Context: an optimization exercise on an open-source flow, tuned for small area, a short achievable clock period and few clock cycles. The choices shown serve that exercise and are no tape-out recipe.
RTL that was checked went through simulation tests only; none was proved equivalent to the original.
Only the layout flow was run in runs 2 to 5; the RTL was not checked for function there.
Power and IR drop assume default switching activity.

$ cat flow/config.mk
export PLATFORM = sky130hd
export DESIGN_NAME = clock_synth_register_planner_top
export DESIGN_NICKNAME = clock_synth_register_planner_top
export VERILOG_FILES = /design/flow/design.v
export SDC_FILE = /design/flow/constraint.sdc
export NUM_CORES = 4
export LEC_CHECK = 0
export CAP_MARGIN = 20
export CORE_MARGIN = 2
export CORE_UTILIZATION = 40
export SLEW_MARGIN = 20
$ cat flow/constraint.sdc
create_clock -name core_clock -period 7.0 [get_ports {clk}]
set_input_delay 1.4000 -clock core_clock [delete_from_list [all_inputs] [get_ports {clk}]]
set_output_delay 1.4000 -clock core_clock [all_outputs]
set_load 0.01 [all_outputs]
$ cat flow/design.v
package csrp_pkg;
	localparam int CLK_W  = 2;
	localparam int FREQ_W = 28;
	localparam int XTAL_W = 26;
	localparam logic [FREQ_W-1:0] FREQ_MIN   = FREQ_W'(320000);
	localparam logic [FREQ_W-1:0] FREQ_MAX   = FREQ_W'(225000000);
	localparam logic [XTAL_W-1:0] XTAL_MIN   = XTAL_W'(10000000);
	localparam logic [XTAL_W-1:0] XTAL_MAX   = XTAL_W'(40000000);
	localparam logic [XTAL_W-1:0] XTAL_RESET = XTAL_W'(25000000);
	localparam logic [28:0] HALF_VCO_M1 = 29'd324999999;
endpackage
import csrp_pkg::*;
module csrp_divpipe (
	input  logic        clk,
	input  logic        arst_n,
	input  logic        in_valid,
	output logic        in_ready,
	input  logic [1:0]  in_clk,
	input  logic [27:0] in_f,
	input  logic [25:0] xt,
	output logic        out_valid,
	input  logic        out_ready,
	output logic [25:0] out_q,
	output logic [9:0]  out_m,
	output logic [1:0]  out_c
);
	logic        a_busy;
	logic [3:0]  a_cnt;
	logic [27:0] a_f;
	logic [27:0] a_r;
	logic [9:0]  a_q;
	logic [1:0]  a_c;
	logic        a_done;
	logic        a_hand;
	logic [28:0] a_t;
	logic [29:0] a_d;
	logic [27:0] a_fcl;
	logic [28:0] a_w;
	logic        a_nbit;
	logic        b1_busy;
	logic [3:0]  b1_cnt;
	logic [25:0] b1_r;
	logic [12:0] b1_s;
	logic [9:0]  b1_m;
	logic [1:0]  b1_c;
	logic        b1_done;
	logic        b1_hand;
	logic [26:0] b1_t;
	logic [27:0] b1_d;
	logic        b2_busy;
	logic [3:0]  b2_cnt;
	logic [25:0] b2_r;
	logic [12:0] b2_qh;
	logic [12:0] b2_ql;
	logic [9:0]  b2_m;
	logic [1:0]  b2_c;
	logic        b2_done;
	logic        b2_hand;
	logic [26:0] b2_t;
	logic [27:0] b2_d;
	assign in_ready = !a_busy;
	assign a_done   = a_busy && (a_cnt == 4'd11);
	assign a_hand   = a_done && !b1_busy;
	always_comb begin
		a_fcl = a_f;
		if (a_f < FREQ_MIN) a_fcl = FREQ_MIN;
		if (a_f > FREQ_MAX) a_fcl = FREQ_MAX;
	end
	always_comb begin
		case (a_cnt)
			4'd1:    a_nbit = HALF_VCO_M1[9];
			4'd2:    a_nbit = HALF_VCO_M1[8];
			4'd3:    a_nbit = HALF_VCO_M1[7];
			4'd4:    a_nbit = HALF_VCO_M1[6];
			4'd5:    a_nbit = HALF_VCO_M1[5];
			4'd6:    a_nbit = HALF_VCO_M1[4];
			4'd7:    a_nbit = HALF_VCO_M1[3];
			4'd8:    a_nbit = HALF_VCO_M1[2];
			4'd9:    a_nbit = HALF_VCO_M1[1];
			default: a_nbit = HALF_VCO_M1[0];
		endcase
	end
	assign a_t = {a_r, a_nbit};
	assign a_d = {1'b0, a_t} - {2'b0, a_f};
	assign a_w = HALF_VCO_M1 + {1'b0, a_f} - {1'b0, a_r};
	always_ff @(posedge clk or negedge arst_n) begin
		if (!arst_n) begin
			a_busy <= 1'b0;
			a_cnt  <= '0;
		end else begin
			if (!a_busy) begin
				a_busy <= in_valid;
				a_cnt  <= '0;
			end else begin
				if (a_hand) begin
					a_busy <= 1'b0;
					a_cnt  <= '0;
				end else if (!a_done) begin
					a_cnt <= a_cnt + 4'd1;
				end
			end
		end
	end
	always_ff @(posedge clk) begin
		if (!a_busy) begin
			a_f <= in_f;
			a_c <= (in_clk == 2'd3) ? 2'd2 : in_clk;
		end else if (a_cnt == 4'd0) begin
			a_f <= a_fcl;
		end
		if (a_cnt == 4'd0) begin
			a_r <= HALF_VCO_M1[28:10];
		end else if (!a_done) begin
			a_r <= a_d[29] ? a_t[27:0] : a_d[27:0];
			a_q <= {a_q[8:0], !a_d[29]};
		end
	end
	assign b1_done = b1_busy && (b1_cnt == 4'd13);
	assign b1_hand = b1_done && !b2_busy;
	assign b1_t    = {b1_r, b1_s[12]};
	assign b1_d    = {1'b0, b1_t} - {2'b0, xt};
	always_ff @(posedge clk or negedge arst_n) begin
		if (!arst_n) begin
			b1_busy <= 1'b0;
			b1_cnt  <= '0;
		end else begin
			if (a_hand) begin
				b1_busy <= 1'b1;
				b1_cnt  <= '0;
			end else if (b1_hand) begin
				b1_busy <= 1'b0;
			end else if (b1_busy && !b1_done) begin
				b1_cnt <= b1_cnt + 4'd1;
			end
		end
	end
	always_ff @(posedge clk) begin
		if (a_hand) begin
			b1_r <= {3'b0, a_w[28:6]};
			b1_s <= {a_w[5:0], 7'b0};
			b1_m <= a_q - 10'd1;
			b1_c <= a_c;
		end else if (b1_busy && !b1_done) begin
			b1_r <= b1_d[27] ? b1_t[25:0] : b1_d[25:0];
			b1_s <= {b1_s[11:0], !b1_d[27]};
		end
	end
	assign b2_done = b2_busy && (b2_cnt == 4'd13);
	assign b2_hand = b2_done && out_ready;
	assign b2_t    = {b2_r, 1'b0};
	assign b2_d    = {1'b0, b2_t} - {2'b0, xt};
	always_ff @(posedge clk or negedge arst_n) begin
		if (!arst_n) begin
			b2_busy <= 1'b0;
			b2_cnt  <= '0;
		end else begin
			if (b1_hand) begin
				b2_busy <= 1'b1;
				b2_cnt  <= '0;
			end else if (b2_hand) begin
				b2_busy <= 1'b0;
			end else if (b2_busy && !b2_done) begin
				b2_cnt <= b2_cnt + 4'd1;
			end
		end
	end
	always_ff @(posedge clk) begin
		if (b1_hand) begin
			b2_r  <= b1_r;
			b2_qh <= b1_s;
			b2_m  <= b1_m;
			b2_c  <= b1_c;
		end else if (b2_busy && !b2_done) begin
			b2_r  <= b2_d[27] ? b2_t[25:0] : b2_d[25:0];
			b2_ql <= {b2_ql[11:0], !b2_d[27]};
		end
	end
	assign out_valid = b2_done;
	assign out_q     = {b2_qh, b2_ql};
	assign out_m     = b2_m;
	assign out_c     = b2_c;
endmodule
import csrp_pkg::*;
module csrp_serializer (
	input  logic        clk,
	input  logic        arst_n,
	input  logic        in_valid,
	output logic        in_ready,
	input  logic [25:0] in_q,
	input  logic [9:0]  in_m,
	input  logic [1:0]  in_c,
	output logic        wr_valid,
	input  logic        wr_ready,
	output logic [7:0]  wr_reg_address,
	output logic [7:0]  wr_reg_value,
	output logic        wr_final_write
);
	logic        busy_q;
	logic [4:0]  cnt_q;
	logic [25:0] q_q;
	logic [9:0]  m_q;
	logic [1:0]  c_q;
	logic        out_v_q;
	logic [6:0]  out_addr_q;
	logic [7:0]  out_val_q;
	logic        out_final_q;
	logic        take;
	logic        last;
	logic        load;
	logic        nz;
	logic [13:0] p1;
	logic [6:0]  nxt_addr;
	logic [7:0]  nxt_val;
	assign take     = !out_v_q || wr_ready;
	assign last     = cnt_q[4];
	assign in_ready = !busy_q || (take && last);
	assign load     = in_valid && in_ready;
	assign nz = |q_q[18:0];
	assign p1 = q_q[25:12] - 14'd512;
	always_comb begin
		nxt_addr = '0;
		nxt_val  = '0;
		if (last) begin
			nxt_addr = 7'd16 + {5'b0, c_q};
			nxt_val  = (c_q == 2'd1) ? 8'h6F : 8'h4F;
		end else if (!cnt_q[3]) begin
			nxt_addr = ((c_q == 2'd1) ? 7'd34 : 7'd26) + {4'b0, cnt_q[2:0]};
			case (cnt_q[2:0])
				3'd0: nxt_val = 8'h00;
				3'd1: nxt_val = {7'b0, !nz};
				3'd2: nxt_val = 8'h00;
				3'd3: nxt_val = {2'b0, p1[13:8]};
				3'd4: nxt_val = p1[7:0];
				3'd5: nxt_val = {nz, 4'b0, q_q[11:9]};
				3'd6: nxt_val = q_q[8:1];
				default: nxt_val = {q_q[0], 7'b0};
			endcase
		end else begin
			nxt_addr = 7'd42 + {2'b0, c_q, 3'b0} + {4'b0, cnt_q[2:0]};
			case (cnt_q[2:0])
				3'd1: nxt_val = 8'h01;
				3'd2: nxt_val = {4'b0, (m_q == 10'd0) ? 2'b11 : 2'b00, m_q[9:8]};
				3'd3: nxt_val = m_q[7:0];
				default: nxt_val = 8'h00;
			endcase
		end
	end
	always_ff @(posedge clk or negedge arst_n) begin
		if (!arst_n) begin
			busy_q  <= 1'b0;
			cnt_q   <= '0;
			out_v_q <= 1'b0;
		end else begin
			if (take) out_v_q <= busy_q;
			if (load) begin
				busy_q <= 1'b1;
				cnt_q  <= '0;
			end else if (take && busy_q) begin
				cnt_q <= cnt_q + 5'd1;
				if (last) busy_q <= 1'b0;
			end
		end
	end
	always_ff @(posedge clk) begin
		if (take && busy_q) begin
			out_addr_q  <= nxt_addr;
			out_val_q   <= nxt_val;
			out_final_q <= last;
		end
		if (load) begin
			q_q <= in_q;
			m_q <= in_m;
			c_q <= in_c;
		end
	end
	assign wr_valid       = out_v_q;
	assign wr_reg_address = {1'b0, out_addr_q};
	assign wr_reg_value   = out_val_q;
	assign wr_final_write = out_final_q;
endmodule
import csrp_pkg::*;
module clock_synth_register_planner_top (
	input  logic                        clk,
	input  logic                        arst_n,
	input  logic                        req_valid,
	output logic                        req_ready,
	input  logic [csrp_pkg::CLK_W-1:0]  req_clock_index,
	input  logic [csrp_pkg::FREQ_W-1:0] req_out_frequency,
	output logic                        wr_valid,
	input  logic                        wr_ready,
	output logic [7:0]                  wr_reg_address,
	output logic [7:0]                  wr_reg_value,
	output logic                        wr_final_write,
	input  logic                        xtal_we,
	input  logic [csrp_pkg::XTAL_W-1:0] xtal_data
);
	logic [XTAL_W-1:0] xtal_q;
	logic [XTAL_W-1:0] xtal_cl;
	logic              plan_valid;
	logic              plan_ready;
	logic [25:0]       plan_q;
	logic [9:0]        plan_m;
	logic [1:0]        plan_c;
	always_comb begin
		xtal_cl = xtal_q;
		if (xtal_q < XTAL_MIN) xtal_cl = XTAL_MIN;
		if (xtal_q > XTAL_MAX) xtal_cl = XTAL_MAX;
	end
	always_ff @(posedge clk or negedge arst_n) begin
		if (!arst_n) begin
			xtal_q <= XTAL_RESET;
		end else if (xtal_we) begin
			xtal_q <= xtal_data;
		end else begin
			xtal_q <= xtal_cl;
		end
	end
	csrp_divpipe u_divpipe (
		.clk       (clk),
		.arst_n    (arst_n),
		.in_valid  (req_valid),
		.in_ready  (req_ready),
		.in_clk    (req_clock_index),
		.in_f      (req_out_frequency),
		.xt        (xtal_q),
		.out_valid (plan_valid),
		.out_ready (plan_ready),
		.out_q     (plan_q),
		.out_m     (plan_m),
		.out_c     (plan_c)
	);
	csrp_serializer u_serializer (
		.clk            (clk),
		.arst_n         (arst_n),
		.in_valid       (plan_valid),
		.in_ready       (plan_ready),
		.in_q           (plan_q),
		.in_m           (plan_m),
		.in_c           (plan_c),
		.wr_valid       (wr_valid),
		.wr_ready       (wr_ready),
		.wr_reg_address (wr_reg_address),
		.wr_reg_value   (wr_reg_value),
		.wr_final_write (wr_final_write)
	);
endmodule
$ cat flow/run.sh
#!/bin/bash
# synth_recipe.tcl (not shown) runs the flow's synth.tcl, then flattens the netlist and writes it again
# the make line also repeats each setting of config.mk as NAME=value (left out here)
make -C /OpenROAD-flow-scripts/flow DESIGN_CONFIG=/design/flow/config.mk WORK_HOME=/design/flow/orfs CLKGATE_MAP_FILE= SYNTH_SCRIPT=/design/flow/synth_recipe.tcl finish
==> impl_metrics.py, run 1 <==
metrics = {
    "status": {
        "status": "complete, no violations",
    },
    "place": {
        "dp_hpwl_mm": 32.4,
        "portBuffers": 78,
        "gp_congestion": 0.868,
    },
    "layout": {
        "diodes": 0,
        "post_route_cells_drive_above_1_share_pct": 6.66,
        "area.growth.synth_to_final_pct": 14.4,
        "nets": 2125,
    },
    "route": {
        "detail-route-antenna-nets": 0,
        "vias_per_cell": 5.42,
        "totalWireLength_mm": 43.1,
        "drtIter0Drc": 981,
        "avgRoutedWirePerCell_um": 17.1,
        "drc": 0,
        "vias": 13700,
        "drt_pass1_iterations": 6,
    },
    "synth": {
        "syn_inst": 1843,
        "yosysTopAreaCellShare_pct": 33.4,
        "ys_warn_count": 3,
        "synth.distinct_cells": 89,
        "syn-num-nets": 2059,
        "synthTopCellsByCount": "199 x edfxtp_1, 171 x a21oi_1, 165 x nand2_1",
        "yosysMostFrequentCell": "edfxtp_1",
        "synth.largest_area_cell": "edfxtp_1",
        "synth_area_leaders": "edfxtp_1 33%, ha_1 11%, dfrtp_1 5.0%, a21oi_1 4.8%, dfxtp_1 4.3%",
        "synth-seq-cells": 285,
        "syn_avg_cell_area_um2": 9.70,
        "ys.flop_type": "edfxtp_1",
        "synth_edf_count": 199,
        "yosysSeqAreaShare_pct": 44.5,
        "syn_area_um2": 17900,
        "async_reset_ff_share_pct": 16.8,
    },
    "sta": {
        "maxSlewViolCount": 0,
        "fin_worst_skew_ns": 0.0121,
        "final.period_utilization_pct": 57.9,
        "timing.setup.tns_ns": 0,
        "rsz0062_at_grt": "no",
        "worstMarginPinSlew_ns": 0.942,
        "hold_violations": 0,
        "whs_ns": 0.408,
        "slew_headroom_pct": 37.2,
        "fmaxAchievable_ghz": 0.247,
        "setup_violations": 0,
        "fin_crit_ns": 4.05,
    },
    "clocking": {
        "clock_latency_ns": 0.54,
        "cts_made_buffers": 35,
        "hold_buffers": 0,
        "clock_sinks": 285,
        "ctsResizeCount": 0,
        "cts_root_buf": "clkbuf_16",
        "cts_setup_buffers": 0,
        "clock_path_buffers": 3,
        "cts_tree": "built",
        "htree_levels": 2,
        "clk_pin_slew_ns": 0.06,
    },
    "global_route": {
        "grt_pass1_wl_mm": 70.4,
        "gr-usage-met1_pct": 27.2,
        "grt_usage_pct": 18.6,
        "use_met2_pct": 28.1,
        "grt_max_degree": 53,
        "grtUsageMet3_pct": 3.13,
        "grt_pass1_vias": 13400,
        "antenna_found_initial": 0,
        "busiest_layer": "met2",
        "overflow": 0,
    },
    "floorplan": {
        "initial_utilization_pct": 40.5,
        "boundaryPins": 80,
        "dieArea_um2": 46400,
        "die_h_um": 215,
        "rows": 77,
        "coreArea_um2": 44100,
        "fp.dieW_um": 215,
    },
    "setup_path": {
        "critPathTopFamily": "compound AO/OA/AOI/OAI gates",
        "reg2reg_depth": 12,
        "worstPathArrival_ns": 4.32,
        "cp.depth": 12,
        "critical_path_class": "flop to flop",
        "crit_start": "xtal_q[14]$_DFFE_PN1P_",
        "crit_fanout": 25,
        "crit_path_top_delay_cell": "and2_1",
        "r2r-start": "xtal_q[14]$_DFFE_PN1P_",
        "cp_cell_sequence": "inv_1, ha_1, a21o_1, a21o_1, a21oi_1, nand3b_1, o211ai_2, a311o_1, and2_1, inv_2, mux2i_1, a21oi_1",
        "critPathBufInv": 2,
        "critPathLaunchType": "flop",
        "critPathRequiredTime_ns": 7.27,
        "max_stage_delay_ns": 0.76,
        "endpoint_kind": "flop",
    },
    "run": {
        "maxCapViolCount": 0,
    },
    "min_path": {
        "holdPathStages": 0,
        "hold_path_class": "flop to flop",
        "min-delay-start": "u_divpipe.b2_c[0]$_DFFE_PP_",
    },
    "power": {
        "powerDensity_nw_per_um2": 537,
        "p_total_mw": 11.0,
        "ir_worst_vdd_mv": 0.219,
        "p_leak_nw": 8.26,
    },
}
path summary, 6_finish.rpt:
kind	endpoint	slack, ns
min in group asynchronous	u_serializer.cnt_q[2]$_DFFE_PN0P_	0.99
max	u_divpipe.b2_r[20]$_DFFE_PP_	2.95
min	u_serializer.c_q[0]$_DFFE_PP_	0.41
min reg2reg	u_serializer.c_q[0]$_DFFE_PP_	0.41
max reg2reg	u_divpipe.b2_r[20]$_DFFE_PP_	2.95
max in group asynchronous	xtal_q[10]$_DFFE_PN0P_	5.45
metal layers:
layer | share of wire, % | up-vias
met5 | 0 | -
met4 | 2.5 | 0
met3 | 4.6 | 70
met2 | 43 | 316
met1 | 50 | 6423
li1 | - | 6882
registers in the layout (all words and copies together), names as in the netlist, 13 cells and up:
register          flops
u_divpipe.a_f        28
u_divpipe.a_r        28
u_divpipe.b1_r       26
u_divpipe.b1_s       13
u_divpipe.b2_qh      13
u_divpipe.b2_ql      13
u_divpipe.b2_r       26
u_serializer.q_q     26
xtal_q               26
kinds of logic (layout without fill, tap and decap cells):
group / Yosys count / after routing / synth area share (%)
AO/OA/AOI/OAI: 538 / 538 / 19.6
AND/OR/NAND/NOR: 515 / 515 / 13.5
adder cells (fa/ha/maj): 155 / 155 / 11.0
buffers and inverters: 224 / 317 / 5.05
other: 1 / 1 / 0.0210
multiplexers: 30 / 30 / 1.71
flip-flops: 285 / 285 / 44.5
XOR/XNOR: 95 / 95 / 4.65
where the power goes:
group / internal [mW] / total, mW / switching, mW
registers: 2.68 / 3.18 / 0.500
logic: 2.50 / 5.92 / 3.42
clock network: 1.15 / 1.88 / 0.724
total: 6.33 / 11.0 / 4.65
stage by stage:
stage                     cell area, um^2  setup slack (ns)  util [%]  std cells
after detailed placement            19200              3.00      43.6       2464
after global routing                20400              2.65      46.3       2528
after global placement              19200              3.11      43.6       2464
after floorplan                     17900              2.84         -       1843
after CTS                           20400              3.00      46.3       2528
final                               20400              2.95      46.3       2528
area by class of cell:
class / instances / area, um^2
clock buffers: 48 / 997
fillers: 4185 / 23700
repair buffers: 94 / 896
flip-flops and latches: 285 / 7950
well taps: 592 / 741
inverters: 159 / 599
clock inverters: 16 / 205
multi-input cells: 1334 / 9050
cells in the final DEF (no fill, tap or decap), types with 13 or more instances in the layout:
master and count:
clkbuf_16 37, a31oi_1 36, o21ai_0 100, dfxtp_1 38, buf_4 16, nand2_1 164, nand4_1 17, clkdlybuf4s50_1 77
xnor2_1 56, mux2i_1 26, a22o_1 13, and3_1 16, nor2b_1 28, nor4_1 20, nand3_1 28, nor2_1 147
o21a_1 15, a211oi_1 28, nor3_1 30, xor2_1 39, dfrtp_1 36, nand2b_1 18, edfxtp_1 199, inv_1 156
a21o_1 30, ha_1 151, a21oi_1 170, o31ai_1 16
Testbench counts, summed over its fixed seeds: cycles 9,040.
==> inputs of run 2 (changes only) <==
--- a/flow/design.v
+++ b/flow/design.v
@@ -20,7 +20,8 @@
 	input  logic [25:0] xt,
 	output logic        out_valid,
 	input  logic        out_ready,
-	output logic [25:0] out_q,
+	output logic [25:0] out_r,
+	output logic [12:0] out_s,
 	output logic [9:0]  out_m,
 	output logic [1:0]  out_c
 );
@@ -47,17 +48,6 @@
 	logic        b1_hand;
 	logic [26:0] b1_t;
 	logic [27:0] b1_d;
-	logic        b2_busy;
-	logic [3:0]  b2_cnt;
-	logic [25:0] b2_r;
-	logic [12:0] b2_qh;
-	logic [12:0] b2_ql;
-	logic [9:0]  b2_m;
-	logic [1:0]  b2_c;
-	logic        b2_done;
-	logic        b2_hand;
-	logic [26:0] b2_t;
-	logic [27:0] b2_d;
 	assign in_ready = !a_busy;
 	assign a_done   = a_busy && (a_cnt == 4'd11);
 	assign a_hand   = a_done && !b1_busy;
@@ -116,7 +106,7 @@
 		end
 	end
 	assign b1_done = b1_busy && (b1_cnt == 4'd13);
-	assign b1_hand = b1_done && !b2_busy;
+	assign b1_hand = b1_done && out_ready;
 	assign b1_t    = {b1_r, b1_s[12]};
 	assign b1_d    = {1'b0, b1_t} - {2'b0, xt};
 	always_ff @(posedge clk or negedge arst_n) begin
@@ -145,48 +135,21 @@
 			b1_s <= {b1_s[11:0], !b1_d[27]};
 		end
 	end
-	assign b2_done = b2_busy && (b2_cnt == 4'd13);
-	assign b2_hand = b2_done && out_ready;
-	assign b2_t    = {b2_r, 1'b0};
-	assign b2_d    = {1'b0, b2_t} - {2'b0, xt};
-	always_ff @(posedge clk or negedge arst_n) begin
-		if (!arst_n) begin
-			b2_busy <= 1'b0;
-			b2_cnt  <= '0;
-		end else begin
-			if (b1_hand) begin
-				b2_busy <= 1'b1;
-				b2_cnt  <= '0;
-			end else if (b2_hand) begin
-				b2_busy <= 1'b0;
-			end else if (b2_busy && !b2_done) begin
-				b2_cnt <= b2_cnt + 4'd1;
-			end
-		end
-	end
-	always_ff @(posedge clk) begin
-		if (b1_hand) begin
-			b2_r  <= b1_r;
-			b2_qh <= b1_s;
-			b2_m  <= b1_m;
-			b2_c  <= b1_c;
-		end else if (b2_busy && !b2_done) begin
-			b2_r  <= b2_d[27] ? b2_t[25:0] : b2_d[25:0];
-			b2_ql <= {b2_ql[11:0], !b2_d[27]};
-		end
-	end
-	assign out_valid = b2_done;
-	assign out_q     = {b2_qh, b2_ql};
-	assign out_m     = b2_m;
-	assign out_c     = b2_c;
+	assign out_valid = b1_done;
+	assign out_r     = b1_r;
+	assign out_s     = b1_s;
+	assign out_m     = b1_m;
+	assign out_c     = b1_c;
 endmodule
 import csrp_pkg::*;
 module csrp_serializer (
 	input  logic        clk,
 	input  logic        arst_n,
+	input  logic [25:0] xt,
 	input  logic        in_valid,
 	output logic        in_ready,
-	input  logic [25:0] in_q,
+	input  logic [25:0] in_r,
+	input  logic [12:0] in_s,
 	input  logic [9:0]  in_m,
 	input  logic [1:0]  in_c,
 	output logic        wr_valid,
@@ -195,9 +158,20 @@
 	output logic [7:0]  wr_reg_value,
 	output logic        wr_final_write
 );
+	logic        qfull_q;
+	logic        pend_q;
+	logic [3:0]  b2_cnt;
+	logic [25:0] b2_r;
+	logic [9:0]  b2_m;
+	logic [1:0]  b2_c;
+	logic [12:0] qh_q;
+	logic [12:0] ql_q;
+	logic        nz_q;
+	logic [26:0] b2_t;
+	logic [27:0] b2_d;
+	logic        hand;
 	logic        busy_q;
 	logic [4:0]  cnt_q;
-	logic [25:0] q_q;
 	logic [9:0]  m_q;
 	logic [1:0]  c_q;
 	logic        out_v_q;
@@ -206,17 +180,59 @@
 	logic        out_final_q;
 	logic        take;
 	logic        last;
-	logic        load;
-	logic        nz;
+	logic        rdy;
+	logic        emit;
+	logic        start;
 	logic [13:0] p1;
 	logic [6:0]  nxt_addr;
 	logic [7:0]  nxt_val;
-	assign take     = !out_v_q || wr_ready;
-	assign last     = cnt_q[4];
-	assign in_ready = !busy_q || (take && last);
-	assign load     = in_valid && in_ready;
-	assign nz = |q_q[18:0];
-	assign p1 = q_q[25:12] - 14'd512;
+	assign in_ready = !qfull_q;
+	assign hand     = in_valid && !qfull_q;
+	assign b2_t     = {b2_r, 1'b0};
+	assign b2_d     = {1'b0, b2_t} - {2'b0, xt};
+	always_ff @(posedge clk or negedge arst_n) begin
+		if (!arst_n) begin
+			qfull_q <= 1'b0;
+			pend_q  <= 1'b0;
+			b2_cnt  <= '0;
+		end else begin
+			if (hand) begin
+				qfull_q <= 1'b1;
+				b2_cnt  <= '0;
+			end else begin
+				if (emit && cnt_q == 5'd7) qfull_q <= 1'b0;
+				if (b2_cnt != 4'd13) b2_cnt <= b2_cnt + 4'd1;
+			end
+			if (hand) pend_q <= 1'b1;
+			else if (start) pend_q <= 1'b0;
+		end
+	end
+	always_ff @(posedge clk) begin
+		if (hand) begin
+			b2_r <= in_r;
+			b2_m <= in_m;
+			b2_c <= in_c;
+			qh_q <= in_s;
+			nz_q <= (in_s[5:0] != 6'd0) || ({in_r, 13'b0} >= {13'b0, xt});
+		end else if (b2_cnt != 4'd13) begin
+			b2_r <= b2_d[27] ? b2_t[25:0] : b2_d[25:0];
+			ql_q[4'd12 - b2_cnt] <= !b2_d[27];
+		end
+	end
+	assign take  = !out_v_q || wr_ready;
+	assign last  = cnt_q[4];
+	always_comb begin
+		case (cnt_q)
+			5'd4:    rdy = (b2_cnt >= 4'd1);
+			5'd5:    rdy = (b2_cnt >= 4'd4);
+			5'd6:    rdy = (b2_cnt >= 4'd12);
+			5'd7:    rdy = (b2_cnt == 4'd13);
+			default: rdy = 1'b1;
+		endcase
+	end
+	assign emit  = busy_q && take && rdy;
+	assign start = pend_q && (!busy_q || (emit && last));
+	assign p1 = {qh_q, ql_q[12]} - 14'd512;
 	always_comb begin
 		nxt_addr = '0;
 		nxt_val  = '0;
@@ -227,13 +243,13 @@
 			nxt_addr = ((c_q == 2'd1) ? 7'd34 : 7'd26) + {4'b0, cnt_q[2:0]};
 			case (cnt_q[2:0])
 				3'd0: nxt_val = 8'h00;
-				3'd1: nxt_val = {7'b0, !nz};
+				3'd1: nxt_val = {7'b0, !nz_q};
 				3'd2: nxt_val = 8'h00;
 				3'd3: nxt_val = {2'b0, p1[13:8]};
 				3'd4: nxt_val = p1[7:0];
-				3'd5: nxt_val = {nz, 4'b0, q_q[11:9]};
-				3'd6: nxt_val = q_q[8:1];
-				default: nxt_val = {q_q[0], 7'b0};
+				3'd5: nxt_val = {nz_q, 4'b0, ql_q[11:9]};
+				3'd6: nxt_val = ql_q[8:1];
+				default: nxt_val = {ql_q[0], 7'b0};
 			endcase
 		end else begin
 			nxt_addr = 7'd42 + {2'b0, c_q, 3'b0} + {4'b0, cnt_q[2:0]};
@@ -251,26 +267,25 @@
 			cnt_q   <= '0;
 			out_v_q <= 1'b0;
 		end else begin
-			if (take) out_v_q <= busy_q;
-			if (load) begin
+			if (take) out_v_q <= busy_q && rdy;
+			if (start) begin
 				busy_q <= 1'b1;
 				cnt_q  <= '0;
-			end else if (take && busy_q) begin
+			end else if (emit) begin
 				cnt_q <= cnt_q + 5'd1;
 				if (last) busy_q <= 1'b0;
 			end
 		end
 	end
 	always_ff @(posedge clk) begin
-		if (take && busy_q) begin
+		if (emit) begin
 			out_addr_q  <= nxt_addr;
 			out_val_q   <= nxt_val;
 			out_final_q <= last;
 		end
-		if (load) begin
-			q_q <= in_q;
-			m_q <= in_m;
-			c_q <= in_c;
+		if (start) begin
+			m_q <= b2_m;
+			c_q <= b2_c;
 		end
 	end
 	assign wr_valid       = out_v_q;
@@ -298,7 +313,8 @@
 	logic [XTAL_W-1:0] xtal_cl;
 	logic              plan_valid;
 	logic              plan_ready;
-	logic [25:0]       plan_q;
+	logic [25:0]       plan_r;
+	logic [12:0]       plan_s;
 	logic [9:0]        plan_m;
 	logic [1:0]        plan_c;
 	always_comb begin
@@ -325,7 +341,8 @@
 		.xt        (xtal_q),
 		.out_valid (plan_valid),
 		.out_ready (plan_ready),
-		.out_q     (plan_q),
+		.out_r     (plan_r),
+		.out_s     (plan_s),
 		.out_m     (plan_m),
 		.out_c     (plan_c)
 	);
@@ -334,7 +351,9 @@
 		.arst_n         (arst_n),
 		.in_valid       (plan_valid),
 		.in_ready       (plan_ready),
-		.in_q           (plan_q),
+		.xt             (xtal_q),
+		.in_r           (plan_r),
+		.in_s           (plan_s),
 		.in_m           (plan_m),
 		.in_c           (plan_c),
 		.wr_valid       (wr_valid),
--- a/flow/config.mk
+++ b/flow/config.mk
@@ -5,7 +5,9 @@
 export SDC_FILE = /design/flow/constraint.sdc
 export NUM_CORES = 4
 export LEC_CHECK = 0
+export ABC_CLOCK_PERIOD_IN_PS = 2800
 export CAP_MARGIN = 20
 export CORE_MARGIN = 2
 export CORE_UTILIZATION = 40
+export SETUP_SLACK_MARGIN = 4.2
 export SLEW_MARGIN = 20
==> run 2 against run 1 <==
Sequential share of layout area down 8.0 points. Area after synthesis shrank 1.9%. Non-clock buffer count increased by 161. Sequential power fell by 1%. First-iteration DRC count up 40%. Setup slack gained 0.63 ns. Register-to-register slack better by 0.63 ns. Global-route usage up 3.7 points. Clock skew increased by 0.0011 ns. Synthesized cell count up 2.0%. Worst hold slack better by 0.0054 ns.
==> impl_metrics.py, run 2 <==
metrics = {
    "setup_path": {
        "critPathRequiredTime_ns": 7.31,
        "worstPathArrival_ns": 3.74,
        "crit_fanout": 5,
        "critPathBufInv": 2,
        "r2r-start": "u_divpipe.a_f[11]$_DFFE_PP_",
        "reg2reg_to": "u_divpipe.b1_r[22]$_DFFE_PP_",
        "crit_path_top_delay_cell": "edfxtp_1",
        "endpoint_kind": "flop",
        "critical_path_class": "flop to flop",
        "reg2reg_depth": 12,
        "cp_cell_sequence": "inv_2, ha_4, inv_2, ha_4, and4_4, a221o_1, a32o_2, nor4_4, o31ai_2, o41ai_2, xor2_1, a21oi_1",
        "r2r_slack_ns": 3.58,
        "critPathTopFamily": "compound AO/OA/AOI/OAI gates",
        "critPathLaunchType": "flop",
        "max_stage_delay_ns": 0.49,
    },
    "sta": {
        "fin_worst_skew_ns": 0.0132,
        "worstMarginPinSlew_ns": 0.957,
        "setup_violations": 0,
        "slew_headroom_pct": 36.2,
        "whs_ns": 0.414,
        "hold_violations": 0,
        "final.period_utilization_pct": 48.9,
        "fin_crit_ns": 3.42,
        "rsz0062_at_grt": "yes",
        "fmaxAchievable_ghz": 0.292,
        "timing.setup.tns_ns": 0,
        "maxSlewViolCount": 0,
    },
    "synth": {
        "syn_inst": 1880,
        "syn-num-nets": 2113,
        "syn_area_um2": 17500,
        "syn_avg_cell_area_um2": 9.32,
        "synth_area_leaders": "edfxtp_1 30%, ha_1 12%, dfrtp_1 5.3%, a21oi_1 5.2%, dfxtp_1 4.3%",
        "synth.largest_area_cell": "edfxtp_1",
        "yosysSeqAreaShare_pct": 41.2,
        "synth-seq-cells": 261,
        "async_reset_ff_share_pct": 18.8,
        "ys_warn_count": 3,
        "ys.flop_type": "edfxtp_1",
        "synth.distinct_cells": 80,
        "yosysTopAreaCellShare_pct": 29.8,
        "yosysMostFrequentCell": "a21oi_1",
        "synthTopCellsByCount": "181 x a21oi_1, 174 x edfxtp_1, 168 x ha_1",
        "synth_edf_count": 174,
    },
    "layout": {
        "area.growth.synth_to_final_pct": 33.8,
        "nets": 2335,
        "nFillCells": 3780,
        "layout_commonest_cell": "edfxtp_1",
        "post_route_cells_drive_above_1_share_pct": 24.7,
        "reg.largest.list": "u_divpipe.a_f x28, u_divpipe.a_r x28",
        "diodes": 0,
        "utilization_pct": 54.3,
        "layout_common_cells": "174 x edfxtp_1, 147 x nand2_1, 137 x a21oi_1",
        "final_cell_count_no_fill": 2711,
    },
    "place": {
        "dp_hpwl_mm": 33.2,
        "gp_congestion": 0.915,
        "dp_cells": 2489,
        "portBuffers": 78,
    },
    "route": {
        "totalWireLength_mm": 52.5,
        "vias": 15200,
        "detail-route-antenna-nets": 0,
        "avgRoutedWirePerCell_um": 19.4,
        "drtIter0Drc": 1376,
        "drc": 0,
        "drt_pass1_iterations": 5,
        "vias_per_cell": 5.61,
    },
    "power": {
        "p_total_mw": 14.2,
        "ir_worst_vdd_mv": 0.275,
        "powerDensity_nw_per_um2": 604,
        "p_leak_nw": 9.71,
    },
    "floorplan": {
        "coreArea_um2": 43200,
        "dieArea_um2": 45500,
        "die_h_um": 213,
        "fp.dieW_um": 213,
        "boundaryPins": 80,
        "rows": 76,
        "initial_utilization_pct": 40.6,
    },
    "min_path": {
        "min-delay-start": "u_divpipe.b1_m[4]$_DFFE_PP_",
        "min_to": "u_serializer.b2_m[4]$_DFFE_PP_",
        "holdPathStages": 0,
        "hold_path_class": "flop to flop",
    },
    "clocking": {
        "cts_made_buffers": 30,
        "hold_buffers": 0,
        "clk_pin_slew_ns": 0.06,
        "cts_tree": "built",
        "htree_levels": 1,
        "clock_latency_ns": 0.59,
        "clock_sinks": 261,
        "cts_root_buf": "clkbuf_16",
        "clock_path_buffers": 3,
    },
    "global_route": {
        "antenna_found_initial": 0,
        "grt_max_degree": 57,
        "grt_pass1_wl_mm": 80.1,
        "grt_usage_pct": 22.3,
        "grt_pass1_vias": 14600,
        "overflow": 0,
    },
    "status": {
        "status": "complete, no violations",
    },
    "run": {
        "maxCapViolCount": 0,
    },
}
-- run 2: timing repair --
| action | in CTS | in global routing |
|---|---|---|
| setup buffers | 102 | 41 |
| pin swaps | 133 | 89 |
| resized for setup | 254 | 136 |
| gates cloned | 19 | 4 |
| endpoints found under the setup margin | 246 | 209 |
-- run 2: metal layers --
layer  routed length, um  global-route usage [%]
met1               23300                    30.5
met5                   0                       0
met2               24600                    36.9
met3                2710                    2.58
met4                1820                    7.21
-- run 2: logic make-up after synthesis --
kind of cell / Yosys count / synth area share [%]
AOI/OAI and AO/OA: 580 / 21.3
and+or+nand+nor: 519 / 13.8
DFF: 261 / 41.2
buffers and inverters: 224 / 4.97
adders and majority gates: 172 / 12.4
xor gates and xnor gates: 108 / 5.40
muxes: 15 / 0.871
other: 1 / 0.0214
-- run 2: power breakdown --
part / internal, mW / total [mW] / switching (mW) / leakage [nW]
sequential: 2.49 / 3.14 / 0.647 / 2.56
combinational: 4.43 / 9.28 / 4.85 / 6.60
clock: 1.03 / 1.73 / 0.694 / 0.544
total: 7.96 / 14.2 / 6.19 / 9.71
-- run 2: cell type report --
type                    count  area, um^2  share of cell area, %
inverters                 156         631                   2.69
clock inverters            15         183                  0.779
repair inverters            1        7.51                 0.0320
clock buffers              41         916                   3.91
flip-flops and latches    261        7240                   30.9
well taps                 585         732                   3.12
repair buffers            255        2760                   11.8
multi-input cells        1397       11000                   46.8
-- run 2: per-stage QoR --
step                      area [um^2]  setup slack, ns
final                           23400             3.58
after global routing            23400             3.46
after CTS                       22400             3.65
after detailed placement        19100             2.85
after global placement          19100             2.98
after floorplan                 17800             3.83
-- run 2: how the worst max path moves through the flow --
stage / from / endpoint / slack [ns] / cells past startpoint
floorplan: u_divpipe.a_f[1]$_SDFFCE_PP0P_ / u_divpipe.b1_r[21]$_DFFE_PP_ / 3.83 / 14
global placement: xtal_we / xtal_q[9]$_DFFE_PN0P_ / 2.98 / 4
detailed placement: xtal_we / xtal_q[9]$_DFFE_PN0P_ / 2.85 / 4
CTS: u_divpipe.a_cnt[0]$_DFFE_PN0P_ / u_divpipe.a_r[26]$_SDFFE_PN0N_ / 3.65 / 15
global route: u_divpipe.a_cnt[0]$_DFFE_PN0P_ / u_divpipe.a_r[10]$_SDFFE_PN1N_ / 3.46 / 18
finish: u_divpipe.a_f[11]$_DFFE_PP_ / u_divpipe.b1_r[22]$_DFFE_PP_ / 3.58 / 12
-- run 2: worst reg2reg max path: stages (launching register included) --
cell,delay [ns]
edfxtp_1,0.49
inv_2,0.09
ha_4,0.27
inv_2,0.04
ha_4,0.25
and4_4,0.17
a221o_1,0.37
a32o_2,0.31
nor4_4,0.25
o31ai_2,0.14
o41ai_2,0.26
xor2_1,0.38
a21oi_1,0.12
==> inputs of run 3 (changes only) <==
--- a/flow/design.v
+++ b/flow/design.v
@@ -9,6 +9,37 @@
 	localparam logic [XTAL_W-1:0] XTAL_RESET = XTAL_W'(25000000);
 	localparam logic [28:0] HALF_VCO_M1 = 29'd324999999;
 endpackage
+module csrp_add #(
+	parameter int W = 8
+) (
+	input  logic [W-1:0] a,
+	input  logic [W-1:0] b,
+	input  logic         ci,
+	output logic [W-1:0] s,
+	output logic         co
+);
+	localparam int L = $clog2(W + 1);
+	logic [W-1:0] p;
+	logic [W:0]   gg [0:L];
+	logic [W:0]   pp [0:L];
+	assign p = a ^ b;
+	assign gg[0] = {a & b, ci};
+	assign pp[0] = {p, 1'b0};
+	for (genvar l = 0; l < L; l++) begin : g_lvl
+		for (genvar i = 0; i <= W; i++) begin : g_bit
+			if (((i >> l) & 1) == 1) begin : g_op
+				localparam int J = ((i >> l) << l) - 1;
+				assign gg[l+1][i] = gg[l][i] | (pp[l][i] & gg[l][J]);
+				assign pp[l+1][i] = pp[l][i] & pp[l][J];
+			end else begin : g_pass
+				assign gg[l+1][i] = gg[l][i];
+				assign pp[l+1][i] = pp[l][i];
+			end
+		end
+	end
+	assign s  = p ^ gg[L][W-1:0];
+	assign co = gg[L][W];
+endmodule
 import csrp_pkg::*;
 module csrp_divpipe (
 	input  logic        clk,
@@ -38,6 +69,11 @@
 	logic [27:0] a_fcl;
 	logic [28:0] a_w;
 	logic        a_nbit;
+	logic        a_nbit_q;
+	logic        a_ge;
+	logic [28:0] a_dd;
+	logic [28:0] a_ws;
+	logic [28:0] a_wc;
 	logic        b1_busy;
 	logic [3:0]  b1_cnt;
 	logic [25:0] b1_r;
@@ -58,21 +94,27 @@
 	end
 	always_comb begin
 		case (a_cnt)
-			4'd1:    a_nbit = HALF_VCO_M1[9];
-			4'd2:    a_nbit = HALF_VCO_M1[8];
-			4'd3:    a_nbit = HALF_VCO_M1[7];
-			4'd4:    a_nbit = HALF_VCO_M1[6];
-			4'd5:    a_nbit = HALF_VCO_M1[5];
-			4'd6:    a_nbit = HALF_VCO_M1[4];
-			4'd7:    a_nbit = HALF_VCO_M1[3];
-			4'd8:    a_nbit = HALF_VCO_M1[2];
-			4'd9:    a_nbit = HALF_VCO_M1[1];
+			4'd0:    a_nbit = HALF_VCO_M1[9];
+			4'd1:    a_nbit = HALF_VCO_M1[8];
+			4'd2:    a_nbit = HALF_VCO_M1[7];
+			4'd3:    a_nbit = HALF_VCO_M1[6];
+			4'd4:    a_nbit = HALF_VCO_M1[5];
+			4'd5:    a_nbit = HALF_VCO_M1[4];
+			4'd6:    a_nbit = HALF_VCO_M1[3];
+			4'd7:    a_nbit = HALF_VCO_M1[2];
+			4'd8:    a_nbit = HALF_VCO_M1[1];
 			default: a_nbit = HALF_VCO_M1[0];
 		endcase
 	end
-	assign a_t = {a_r, a_nbit};
-	assign a_d = {1'b0, a_t} - {2'b0, a_f};
-	assign a_w = HALF_VCO_M1 + {1'b0, a_f} - {1'b0, a_r};
+	always_ff @(posedge clk) begin
+		a_nbit_q <= a_nbit;
+	end
+	assign a_t = {a_r, a_nbit_q};
+	csrp_add #(.W(29)) u_a_sub (.a(a_t), .b(~{1'b0, a_f}), .ci(1'b1), .s(a_dd), .co(a_ge));
+	assign a_d = {!a_ge, a_dd};
+	assign a_ws = HALF_VCO_M1 ^ {1'b0, a_f} ^ ~{1'b0, a_r};
+	assign a_wc = {(HALF_VCO_M1[27:0] & a_f) | (HALF_VCO_M1[27:0] & ~a_r) | (a_f & ~a_r), 1'b1};
+	csrp_add #(.W(29)) u_a_w (.a(a_ws), .b(a_wc), .ci(1'b0), .s(a_w), .co());
 	always_ff @(posedge clk or negedge arst_n) begin
 		if (!arst_n) begin
 			a_busy <= 1'b0;
@@ -108,7 +150,10 @@
 	assign b1_done = b1_busy && (b1_cnt == 4'd13);
 	assign b1_hand = b1_done && out_ready;
 	assign b1_t    = {b1_r, b1_s[12]};
-	assign b1_d    = {1'b0, b1_t} - {2'b0, xt};
+	logic        b1_ge;
+	logic [26:0] b1_dd;
+	csrp_add #(.W(27)) u_b1_sub (.a(b1_t), .b(~{1'b0, xt}), .ci(1'b1), .s(b1_dd), .co(b1_ge));
+	assign b1_d    = {!b1_ge, b1_dd};
 	always_ff @(posedge clk or negedge arst_n) begin
 		if (!arst_n) begin
 			b1_busy <= 1'b0;
@@ -189,7 +234,10 @@
 	assign in_ready = !qfull_q;
 	assign hand     = in_valid && !qfull_q;
 	assign b2_t     = {b2_r, 1'b0};
-	assign b2_d     = {1'b0, b2_t} - {2'b0, xt};
+	logic        b2_ge;
+	logic [26:0] b2_dd;
+	csrp_add #(.W(27)) u_b2_sub (.a(b2_t), .b(~{1'b0, xt}), .ci(1'b1), .s(b2_dd), .co(b2_ge));
+	assign b2_d     = {!b2_ge, b2_dd};
 	always_ff @(posedge clk or negedge arst_n) begin
 		if (!arst_n) begin
 			qfull_q <= 1'b0;
--- a/flow/config.mk
+++ b/flow/config.mk
@@ -5,9 +5,8 @@
 export SDC_FILE = /design/flow/constraint.sdc
 export NUM_CORES = 4
 export LEC_CHECK = 0
-export ABC_CLOCK_PERIOD_IN_PS = 2800
 export CAP_MARGIN = 20
 export CORE_MARGIN = 2
 export CORE_UTILIZATION = 40
-export SETUP_SLACK_MARGIN = 4.2
+export SETUP_SLACK_MARGIN = 4.4
 export SLEW_MARGIN = 20
==> run 3 against run 2 <==
Clock skew increased by 0.0017 ns. Clock-buffer cell count grew 2. Wire length shrank 7.7%. Final area down 2.6%. First-iteration DRC count is 36% lower. Fmax grew 4.9%. Flip-flop and latch count is 1 higher. Synthesized cell count is 7.4% lower. Critical endpoint is now u_divpipe.b1_r[8]$_DFFE_PP_. Largest cell class unchanged.
==> impl_metrics.py, run 3 <==
metrics = {
    "floorplan": {
        "boundaryPins": 80,
        "die_h_um": 210,
        "fp.dieW_um": 210,
        "coreArea_um2": 42000,
        "rows": 75,
        "initial_utilization_pct": 40.5,
        "dieArea_um2": 44300,
    },
    "route": {
        "drc": 0,
        "drt_pass1_iterations": 6,
        "totalWireLength_mm": 48.4,
        "drtIter0Drc": 882,
        "avgRoutedWirePerCell_um": 19.1,
        "vias_per_cell": 5.59,
        "vias": 14100,
        "detail-route-antenna-nets": 0,
    },
    "clocking": {
        "cts_root_buf": "clkbuf_16",
        "clock_latency_ns": 0.58,
        "htree_levels": 1,
        "clock_sinks": 262,
        "clk_pin_slew_ns": 0.06,
        "clock_path_buffers": 3,
        "cts_tree": "built",
        "hold_buffers": 0,
        "cts_made_buffers": 30,
    },
    "setup_path": {
        "max_stage_delay_ns": 0.43,
        "critPathBufInv": 5,
        "critPathLaunchType": "flop",
        "critPathTopFamily": "compound AO/OA/AOI/OAI gates",
        "critPathRequiredTime_ns": 7.32,
        "worstPathArrival_ns": 3.59,
        "critical_path_class": "flop to flop",
        "cp_cell_sequence": "inv_1, ha_4, a21oi_2, o22ai_2, or3_4, o21ai_4, o22ai_4, a2111oi_4, buf_6, buf_6, buf_12, buf_12, nor2_2, a21oi_2, mux2i_1",
        "crit_fanout": 5,
        "endpoint_kind": "flop",
        "crit_path_top_delay_cell": "a2111oi_4",
    },
    "layout": {
        "area.growth.synth_to_final_pct": 33.9,
        "layout_commonest_cell": "edfxtp_1",
        "nFillCells": 3595,
        "regArea_um2": 7270,
        "nets": 2212,
        "reg.largest.list": "u_divpipe.a_f x28, u_divpipe.a_r x28",
        "post_route_cells_drive_above_1_share_pct": 27.5,
        "layout_common_cells": "174 x edfxtp_1, 125 x inv_1, 121 x nand2_1",
        "diodes": 0,
        "multi_input_area_um2": 10600,
        "utilization_pct": 54.3,
        "stdcell_area_um2": 22800,
    },
    "power": {
        "powerDensity_nw_per_um2": 570,
        "p_leak_nw": 9.24,
        "ir_worst_vdd_mv": 0.277,
        "p_total_mw": 13.0,
    },
    "sta": {
        "fmaxAchievable_ghz": 0.306,
        "setup_slack_ns": 3.73,
        "setup_violations": 0,
        "maxSlewViolCount": 0,
        "fin_worst_skew_ns": 0.0148,
        "rsz0062_at_grt": "yes",
        "slew_headroom_pct": 48.1,
        "fin_crit_ns": 3.27,
        "timing.setup.tns_ns": 0,
        "worstMarginPinSlew_ns": 0.779,
        "hold_violations": 0,
        "final.period_utilization_pct": 46.6,
    },
    "min_path": {
        "hold_path_class": "flop to flop",
    },
    "synth": {
        "yosysMostFrequentCell": "edfxtp_1",
        "ys_warn_count": 9,
        "synthTopCellsByCount": "174 x edfxtp_1, 167 x ha_1, 161 x inv_1",
        "synth.distinct_cells": 78,
        "yosysSeqAreaShare_pct": 42.5,
        "syn_avg_cell_area_um2": 9.80,
        "synth_edf_count": 174,
        "synth.largest_area_cell": "edfxtp_1",
        "yosysTopAreaCellShare_pct": 30.7,
        "synth_area_leaders": "edfxtp_1 31%, ha_1 12%, dfrtp_1 5.4%, dfxtp_1 4.6%, a21oi_1 4.1%",
        "syn_area_um2": 17000,
        "async_reset_ff_share_pct": 18.7,
        "syn_inst": 1740,
        "synth-seq-cells": 262,
        "ys.flop_type": "edfxtp_1",
        "syn-num-nets": 1984,
    },
    "place": {
        "gp_congestion": 0.863,
        "pre_cts_ws_ns": 3.21,
        "place_area_um2": 18600,
        "dp_hpwl_mm": 29.7,
        "portBuffers": 78,
    },
    "global_route": {
        "grt_max_degree": 56,
        "grt_pass1_vias": 13800,
        "overflow": 0,
        "grt_usage_pct": 20.8,
        "antenna_found_initial": 0,
        "grt_pass1_wl_mm": 73.7,
    },
    "status": {
        "status": "complete, no violations",
    },
    "run": {
        "maxCapViolCount": 0,
    },
}
==> run 3: metrics by stage <==
stage	hold WS, ns	std cells
after global routing	0.425	2531
after floorplan	0.400	1740
after detailed placement	0.405	2308
final	0.417	2531
after global placement	0.405	2308
after CTS	0.419	2470
==> run 3: worst paths after layout <==
path,start,to,slack (ns),cells after the start
min reg2reg,u_divpipe.b1_m[5]$_DFFE_PP_,u_serializer.b2_m[5]$_DFFE_PP_,0.42,0
min in group asynchronous,arst_n,xtal_q[8]$_DFFE_PN0P_,0.95,2
min,u_divpipe.b1_m[5]$_DFFE_PP_,u_serializer.b2_m[5]$_DFFE_PP_,0.42,0
max,xtal_q[8]$_DFFE_PN0P_,u_divpipe.b1_r[8]$_DFFE_PP_,3.73,15
max in group asynchronous,arst_n,u_serializer.b2_cnt[0]$_DFFE_PN0P_,5.47,2
max reg2reg,xtal_q[8]$_DFFE_PN0P_,u_divpipe.b1_r[8]$_DFFE_PP_,3.73,15
==> run 3: cells by family (layout without fill, tap and decap cells) <==
family | after synthesis | count (layout) | synth area share, %
simple gates | 473 | 473 | 13.2
compound gates | 468 | 472 | 18.1
flops | 262 | 262 | 42.5
buf+inv | 226 | 474 | 5.28
fa+ha+maj | 183 | 183 | 14.1
xor+xnor | 96 | 96 | 4.93
mux | 31 | 31 | 1.85
other cells | 1 | 1 | 0.0220
==> run 3: final cells by class <==
class | instances | area share, %
Clock buffer | 43 | 3.78
Clock inverter | 13 | 0.702
Inverter | 163 | 2.84
Multi-Input combinational cell | 1256 | 46.3
Sequential cell | 262 | 31.9
Tap cell | 539 | 2.95
Timing Repair Buffer | 254 | 11.5
Timing Repair inverter | 1 | 0.0329
==> run 3: power by group <==
| group | internal, mW | leakage (nW) | switching, mW |
|---|---|---|---|
| Sequential | 2.51 | 2.57 | 0.659 |
| Clock | 0.967 | 0.488 | 0.660 |
| Combinational | 3.98 | 6.18 | 4.24 |
==> run 3: per-layer routing <==
layer / track usage (%) / vias to the layer above / routed length (um)
met5: 0 / - / 0
met4: 6.05 / 0 / 1290
met3: 2.50 / 84 / 2340
met2: 34.9 / 426 / 23400
met1: 28.2 / 6837 / 21300
li1: - / 6789 / -
==> run 3: timing repair <==
action                     CTS  global route
pin swaps                  104           102
hold endpoints to repair     0             0
resized for setup          264           171
cloned                      16             4
buffers inserted            90            57
setup endpoints to repair  278           285
==> run 3: worst reg2reg max path: stages (launching register included) <==
cell and delay, ns:
dfrtp_1 0.38, inv_1 0.16, ha_4 0.25, a21oi_2 0.20
o22ai_2 0.12, or3_4 0.35, o21ai_4 0.21, o22ai_4 0.11
a2111oi_4 0.43, buf_6 0.20, buf_6 0.11, buf_12 0.11
buf_12 0.10, nor2_2 0.03, a21oi_2 0.14, mux2i_1 0.09
==> inputs of run 4 (changes only) <==
--- a/flow/config.mk
+++ b/flow/config.mk
@@ -8,5 +8,5 @@
 export CAP_MARGIN = 20
 export CORE_MARGIN = 2
 export CORE_UTILIZATION = 40
-export SETUP_SLACK_MARGIN = 4.4
+export SETUP_SLACK_MARGIN = 3.8
 export SLEW_MARGIN = 20
==> run 4 against run 3 <==
Fmax increased by 0.63%. Sequential share of layout area is 3.3 points higher. Flip-flop and latch count unchanged. Area after synthesis is the same. Worst hold slack lost 0.0048 ns. Sequential power is 1% lower. Combinational power shrank 19%. First-iteration DRC count grew 2.3%. Critical path depth shrank 5. Clock power barely moved. Synthesized cell count is the same. Clock skew increased by 0.019 ns. Critical endpoint is now u_serializer.ql_q[11]$_DFFE_PP_. Highest routed layer unchanged.
==> impl_metrics.py, run 4 <==
metrics = {
    "sta": {
        "rsz0062_at_grt": "yes",
        "setup_violations": 0,
        "hold_violations": 0,
        "timing.setup.tns_ns": 0,
        "fin_crit_ns": 3.24,
        "whs_ns": 0.412,
        "fmaxAchievable_ghz": 0.308,
        "maxSlewViolCount": 0,
        "slew_headroom_pct": 44.4,
        "final.period_utilization_pct": 46.4,
        "worstMarginPinSlew_ns": 0.834,
        "fin_worst_skew_ns": 0.0335,
    },
    "setup_path": {
        "critPathRequiredTime_ns": 7.34,
        "reg2reg_depth": 10,
        "critical_path_class": "flop to flop",
        "endpoint_kind": "flop",
        "reg2reg_to": "u_serializer.ql_q[11]$_DFFE_PP_",
        "r2r_slack_ns": 3.76,
        "r2r-start": "xtal_q[3]$_DFFE_PN0P_",
        "crit_fanout": 11,
        "critPathLaunchType": "flop",
        "worstPathArrival_ns": 3.59,
        "crit_start": "xtal_q[3]$_DFFE_PN0P_",
    },
    "floorplan": {
        "rows": 75,
        "die_h_um": 210,
        "initial_utilization_pct": 40.5,
        "boundaryPins": 80,
        "coreArea_um2": 42000,
        "fp.dieW_um": 210,
        "dieArea_um2": 44300,
    },
    "route": {
        "vias_per_cell": 5.48,
        "drt_pass1_iterations": 7,
        "drc": 0,
        "detail-route-antenna-nets": 0,
        "vias": 13300,
        "totalWireLength_mm": 43.6,
        "drtIter0Drc": 902,
        "avgRoutedWirePerCell_um": 17.9,
    },
    "synth": {
        "synth.largest_area_cell": "edfxtp_1",
        "syn_area_um2": 17000,
        "synth_compound_area_share_pct": 18.1,
        "synth.distinct_cells": 78,
        "yosysTopAreaCellShare_pct": 30.7,
        "async_reset_ff_share_pct": 18.7,
        "synthTopCellsByCount": "174 x edfxtp_1, 167 x ha_1, 161 x inv_1",
        "syn_inst": 1740,
        "yosysSeqAreaShare_pct": 42.5,
        "synth_xor_area_share_pct": 4.93,
        "ys_warn_count": 9,
        "ys.flop_type": "edfxtp_1",
        "syn_avg_cell_area_um2": 9.80,
        "synth_top_family_by_area": "compound AO/OA/AOI/OAI gates",
        "syn-num-nets": 1984,
        "synth_area_leaders": "edfxtp_1 31%, ha_1 12%, dfrtp_1 5.4%, dfxtp_1 4.6%, a21oi_1 4.1%",
        "synth-seq-cells": 262,
        "synthMuxAreaShare_pct": 1.85,
        "synthSimpleGateAreaFrac_pct": 13.2,
        "synth_edf_count": 174,
        "yosysMostFrequentCell": "edfxtp_1",
        "synth_fa_ha_area_share_pct": 14.1,
    },
    "layout": {
        "area.growth.synth_to_final_pct": 21.2,
        "stdcell_area_um2": 20700,
        "diodes": 0,
        "post_route_cells_drive_above_1_share_pct": 13.9,
        "utilization_pct": 49.1,
        "nets": 2116,
        "reg.largest.list": "u_divpipe.a_f x28, u_divpipe.a_r x28",
        "layout_commonest_cell": "edfxtp_1",
        "layout_common_cells": "174 x edfxtp_1, 149 x inv_1, 147 x ha_1",
    },
    "global_route": {
        "grt_pass1_vias": 12800,
        "grt_max_degree": 51,
        "use_met2_pct": 30.9,
        "grt_usage_pct": 19.0,
        "gr-usage-met1_pct": 27.2,
        "antenna_found_initial": 0,
        "grt_pass1_wl_mm": 68.2,
        "grtUsageMet3_pct": 2.23,
        "busiest_layer": "met2",
        "overflow": 0,
    },
    "clocking": {
        "cts_tree": "built",
        "clock_latency_ns": 0.59,
        "cts_made_buffers": 31,
        "clock_sinks": 262,
        "clk_pin_slew_ns": 0.06,
        "clock_path_buffers": 3,
        "cts_root_buf": "clkbuf_16",
        "htree_levels": 1,
    },
    "power": {
        "powerDensity_nw_per_um2": 551,
        "p_leak_nw": 8.52,
        "ir_worst_vdd_mv": 0.252,
    },
    "place": {
        "gp_congestion": 0.882,
        "dp_hpwl_mm": 29.7,
        "place_area_um2": 18400,
        "portBuffers": 78,
    },
    "run": {
        "maxCapViolCount": 0,
    },
    "min_path": {
        "min_to": "u_serializer.m_q[4]$_DFFE_PP_",
        "holdPathStages": 0,
        "hold_path_class": "flop to flop",
        "min-delay-start": "u_serializer.b2_m[4]$_DFFE_PP_",
    },
    "status": {
        "status": "complete, no violations",
    },
}
==> run 4: worst max-delay path, stage by stage, from the launching register on <==
cell and delay [ns]:
dfrtp_2 0.41, inv_1 0.10, ha_1 0.24, or4_4 0.56, o21ai_2 0.24, a21boi_4 0.10, a41oi_4 0.30, o311ai_4 0.17
buf_4 0.18, a41o_2 0.41, a41o_1 0.29
==> run 4: through the flow <==
step                cells  setup WS (ns)  total power [mW]
floorplan            1740           3.86              7.26
global placement     2308           3.16              8.59
detailed placement   2308           2.99              8.70
CTS                  2391           3.80              10.8
global route         2435           3.65              12.3
finish               2435           3.76              11.4
==> run 4: worst max path at each step <==
stage                                                  to  slack (ns)  cells past startpoint
after floorplan            u_divpipe.a_f[0]$_SDFFCE_PP0P_        3.86                      8
after global placement      u_serializer.m_q[4]$_DFFE_PP_        3.16                      5
after detailed placement     u_divpipe.b1_r[20]$_DFFE_PP_        2.99                     10
after CTS                  u_serializer.b2_r[5]$_DFFE_PP_        3.80                     11
after global routing      u_serializer.b2_r[12]$_DFFE_PP_        3.65                     12
final                     u_serializer.ql_q[11]$_DFFE_PP_        3.76                     10
==> run 4: cells by family after synthesis <==
family	Yosys count
compound gates	468
xor+xnor	96
fa+ha+maj	183
buf+inv	226
flops	262
mux	31
other cells	1
simple gates	473
==> run 4: repair_timing <==
item | 4_1_cts | 5_1_grt
cloned | 4 | 5
endpoints found under the setup margin | 131 | 97
pin swaps | 18 | 38
buffers inserted | 22 | 39
hold buffers | 0 | 0
resized for setup | 45 | 87
==> run 4: layer usage <==
| layer | vias up | wire length [um] | part of all wire (%) |
|---|---|---|---|
| li1 | 6580 | - | - |
| met1 | 6379 | 20300 | 47 |
| met2 | 305 | 20200 | 46 |
| met3 | 72 | 1910 | 4.4 |
| met4 | 0 | 1140 | 2.6 |
| met5 | - | 0 | 0 |
==> run 4: final cells by class <==
class	instances	area [um^2]
multi-input combinational	1254	9500
clock inverter	16	139
timing repair buffer	160	1590
tap	539	674
fill	3827	21400
inverter	163	624
sequential	262	7260
clock buffer	41	865
==> run 4: power by group <==
group / internal (mW) / total [mW] / switching [mW]
Clock: 0.938 / 1.61 / 0.675
Sequential: 2.50 / 3.13 / 0.626
Combinational: 3.04 / 6.64 / 3.60
==> inputs of run 5 (changes only) <==
--- a/flow/design.v
+++ b/flow/design.v
@@ -48,7 +48,7 @@
 	output logic        in_ready,
 	input  logic [1:0]  in_clk,
 	input  logic [27:0] in_f,
-	input  logic [25:0] xt,
+	input  logic [25:0] xtn,
 	output logic        out_valid,
 	input  logic        out_ready,
 	output logic [25:0] out_r,
@@ -152,7 +152,7 @@
 	assign b1_t    = {b1_r, b1_s[12]};
 	logic        b1_ge;
 	logic [26:0] b1_dd;
-	csrp_add #(.W(27)) u_b1_sub (.a(b1_t), .b(~{1'b0, xt}), .ci(1'b1), .s(b1_dd), .co(b1_ge));
+	csrp_add #(.W(27)) u_b1_sub (.a(b1_t), .b({1'b1, xtn}), .ci(1'b1), .s(b1_dd), .co(b1_ge));
 	assign b1_d    = {!b1_ge, b1_dd};
 	always_ff @(posedge clk or negedge arst_n) begin
 		if (!arst_n) begin
@@ -190,7 +190,7 @@
 module csrp_serializer (
 	input  logic        clk,
 	input  logic        arst_n,
-	input  logic [25:0] xt,
+	input  logic [25:0] xtn,
 	input  logic        in_valid,
 	output logic        in_ready,
 	input  logic [25:0] in_r,
@@ -236,7 +236,7 @@
 	assign b2_t     = {b2_r, 1'b0};
 	logic        b2_ge;
 	logic [26:0] b2_dd;
-	csrp_add #(.W(27)) u_b2_sub (.a(b2_t), .b(~{1'b0, xt}), .ci(1'b1), .s(b2_dd), .co(b2_ge));
+	csrp_add #(.W(27)) u_b2_sub (.a(b2_t), .b({1'b1, xtn}), .ci(1'b1), .s(b2_dd), .co(b2_ge));
 	assign b2_d     = {!b2_ge, b2_dd};
 	always_ff @(posedge clk or negedge arst_n) begin
 		if (!arst_n) begin
@@ -261,7 +261,7 @@
 			b2_m <= in_m;
 			b2_c <= in_c;
 			qh_q <= in_s;
-			nz_q <= (in_s[5:0] != 6'd0) || ({in_r, 13'b0} >= {13'b0, xt});
+			nz_q <= (in_s[5:0] != 6'd0) || ({in_r, 13'b0} >= {13'b0, ~xtn});
 		end else if (b2_cnt != 4'd13) begin
 			b2_r <= b2_d[27] ? b2_t[25:0] : b2_d[25:0];
 			ql_q[4'd12 - b2_cnt] <= !b2_d[27];
@@ -359,6 +359,7 @@
 );
 	logic [XTAL_W-1:0] xtal_q;
 	logic [XTAL_W-1:0] xtal_cl;
+	logic [XTAL_W-1:0] xtal_n;
 	logic              plan_valid;
 	logic              plan_ready;
 	logic [25:0]       plan_r;
@@ -379,6 +380,9 @@
 			xtal_q <= xtal_cl;
 		end
 	end
+	always_ff @(posedge clk) begin
+		xtal_n <= ~xtal_q;
+	end
 	csrp_divpipe u_divpipe (
 		.clk       (clk),
 		.arst_n    (arst_n),
@@ -386,7 +390,7 @@
 		.in_ready  (req_ready),
 		.in_clk    (req_clock_index),
 		.in_f      (req_out_frequency),
-		.xt        (xtal_q),
+		.xtn       (xtal_n),
 		.out_valid (plan_valid),
 		.out_ready (plan_ready),
 		.out_r     (plan_r),
@@ -399,7 +403,7 @@
 		.arst_n         (arst_n),
 		.in_valid       (plan_valid),
 		.in_ready       (plan_ready),
-		.xt             (xtal_q),
+		.xtn            (xtal_n),
 		.in_r           (plan_r),
 		.in_s           (plan_s),
 		.in_m           (plan_m),
--- a/flow/config.mk
+++ b/flow/config.mk
@@ -8,5 +8,5 @@
 export CAP_MARGIN = 20
 export CORE_MARGIN = 2
 export CORE_UTILIZATION = 40
-export SETUP_SLACK_MARGIN = 3.8
+export SETUP_SLACK_MARGIN = 4.4
 export SLEW_MARGIN = 20
==> run 5 against run 4 <==
Sequential share of layout area is 2.2 points lower. Synthesized cell count increased by 2.3%. Fmax is 2.5% higher. Cell count is 7.8% higher. Combinational power is 27% higher. Clock skew fell by 0.017 ns. Core utilization increased by 4.6 points. Die area is 3.8% higher. Critical path depth up 5. Flip-flop and latch count up 26. Critical endpoint is now u_divpipe.b1_r[14]$_DFFE_PP_. Largest cell class unchanged.
==> impl_metrics.py, run 5 <==
metrics = {
    "sta": {
        "final.period_utilization_pct": 45.2,
        "fin_worst_skew_ns": 0.0165,
        "slew_headroom_pct": 33.8,
        "timing.setup.tns_ns": 0,
        "maxSlewViolCount": 0,
    },
    "synth": {
        "synth.largest_area_cell": "edfxtp_1",
        "yosysTopAreaCellShare_pct": 29.5,
        "synth_edf_count": 174,
        "synth_area_leaders": "edfxtp_1 30%, ha_1 12%, dfxtp_1 7.3%, dfrtp_1 5.2%, inv_1 3.6%",
        "syn-num-nets": 2024,
        "yosysMostFrequentCell": "edfxtp_1",
        "ys_warn_count": 9,
        "synthTopCellsByCount": "174 x edfxtp_1, 170 x inv_1, 167 x ha_1",
        "async_reset_ff_share_pct": 17.0,
    },
    "floorplan": {
        "initial_utilization_pct": 40.3,
        "rows": 77,
        "fp.dieW_um": 214,
        "boundaryPins": 80,
    },
    "clocking": {
        "clock_latency_ns": 0.56,
        "clk_pin_slew_ns": 0.06,
        "hold_buffers": 0,
        "clock_sinks": 288,
        "cts_tree": "built",
        "cts_made_buffers": 35,
    },
    "setup_path": {
        "crit_path_top_delay_cell": "dfxtp_1",
        "path_common_cell": "buf_4",
        "reg2reg_depth": 15,
        "critical_path_class": "flop to flop",
        "cp_cell_sequence": "ha_1, inv_1, ha_4, a21oi_4, o21ai_2, or3_4, o211ai_1, buf_4, buf_6, buf_4, a31oi_4, o21a_1, or3_1, nand2_2, a22oi_1",
        "r2r-start": "u_divpipe.a_r[5]$_SDFFE_PN0N_",
        "endpoint_kind": "flop",
        "crit_fanout": 4,
        "critPathBufInv": 4,
        "max_stage_delay_ns": 0.50,
    },
    "run": {
        "maxCapViolCount": 0,
    },
    "route": {
        "vias_per_cell": 5.63,
        "avgRoutedWirePerCell_um": 19.5,
        "drc": 0,
        "detail-route-antenna-nets": 0,
        "totalWireLength_mm": 51.2,
        "vias": 14800,
    },
    "power": {
        "p_total_mw": 13.6,
        "powerDensity_nw_per_um2": 577,
    },
    "layout": {
        "post_route_cells_drive_above_1_share_pct": 28.2,
        "layout_common_cells": "174 x edfxtp_1, 148 x inv_1, 115 x ha_1",
        "final_cell_count_no_fill": 2625,
    },
    "status": {
        "status": "complete, no violations",
    },
    "global_route": {
        "overflow": 0,
        "grt_max_degree": 50,
    },
}
## run 5: cell types whose count changed in the layout (fill, tap and decap cells not counted), moves of 19 or more
cell     change
a21oi_2     +19
buf_4       +43
o21ai_1     +20
nand2_2     +33
ha_1        -32
ha_4        +24
nand2_1     -37
buf_6       +29
a21oi_1     -56
## run 5: cell families after synthesis
kind of cell	after synthesis	share of synthesized area, %
AO/OA/AOI/OAI	479	18.4
XOR/XNOR	83	4.11
adder cells (fa/ha/maj)	183	13.6
buffers and inverters	237	5.63
flip-flops	288	43.9
multiplexers	20	1.14
other	1	0.0212
AND/OR/NAND/NOR	489	13.3
## run 5: final timing paths
path / slack (ns) / end
setup / recovery: 3.83 / u_divpipe.b1_r[14]$_DFFE_PP_
hold / removal: 0.41 / u_serializer.m_q[1]$_DFFE_PP_
setup reg to reg: 3.83 / u_divpipe.b1_r[14]$_DFFE_PP_
hold reg to reg: 0.41 / u_serializer.m_q[1]$_DFFE_PP_
max in group asynchronous: 5.49 / u_serializer.b2_cnt[0]$_DFFE_PN0P_
min in group asynchronous: 1.00 / u_serializer.b2_cnt[1]$_DFFE_PN0P_
## run 5: cell type report
| type | instances | area, um^2 | area share [%] |
|---|---|---|---|
| Clock inverter | 23 | 244 | 1.03 |
| Timing Repair inverter | 4 | 56.3 | 0.238 |
| Inverter | 172 | 687 | 2.91 |
| Multi-Input combinational cell | 1266 | 10900 | 46.0 |
| Tap cell | 592 | 741 | 3.14 |
| Timing Repair Buffer | 239 | 2310 | 9.80 |
| Clock buffer | 41 | 928 | 3.93 |
| Sequential cell | 288 | 7790 | 33.0 |
## run 5: layer usage
layer  wire length (um)  global-route usage (%)  vias up
li1                   -                       -     6963
met2              24700                    36.1      458
met3               2880                    3.04      140
met5                  0                       0        -
met1              21800                    27.4     7220
met4               1740                    8.61        0
## run 5: power breakdown
part | total [mW] | switching [mW] | internal (mW) | leakage [nW]
registers | 3.34 | 0.660 | 2.68 | 2.79
logic | 8.42 | 4.48 | 3.94 | 6.10
clock network | 1.87 | 0.763 | 1.11 | 0.573
## run 5: timing repair
item	CTS	global route
pin swaps	128	95
cloned	16	1
setup endpoints to repair	283	271
buffers inserted	107	42
hold endpoints to repair	0	0
gates resized for setup	240	173
## run 5: through the flow
step	utilization (%)	hold slack [ns]	setup WS, ns	area (um^2)
detailed placement	44.1	0.405	2.60	19400
CTS	51.1	0.419	3.78	22500
global placement	44.1	0.405	2.70	19400
floorplan	-	0.400	4.16	18200
global route	53.8	0.423	3.73	23600
finish	53.8	0.415	3.83	23600

Setup slack of run 5, layout unchanged: 3.833 ns with ideal ports, 3.833 ns with driving cells assumed (clock clkbuf_16, inputs buf_2), 3.833 ns with port delays also shifted by the 0.605 ns mid clock arrival.
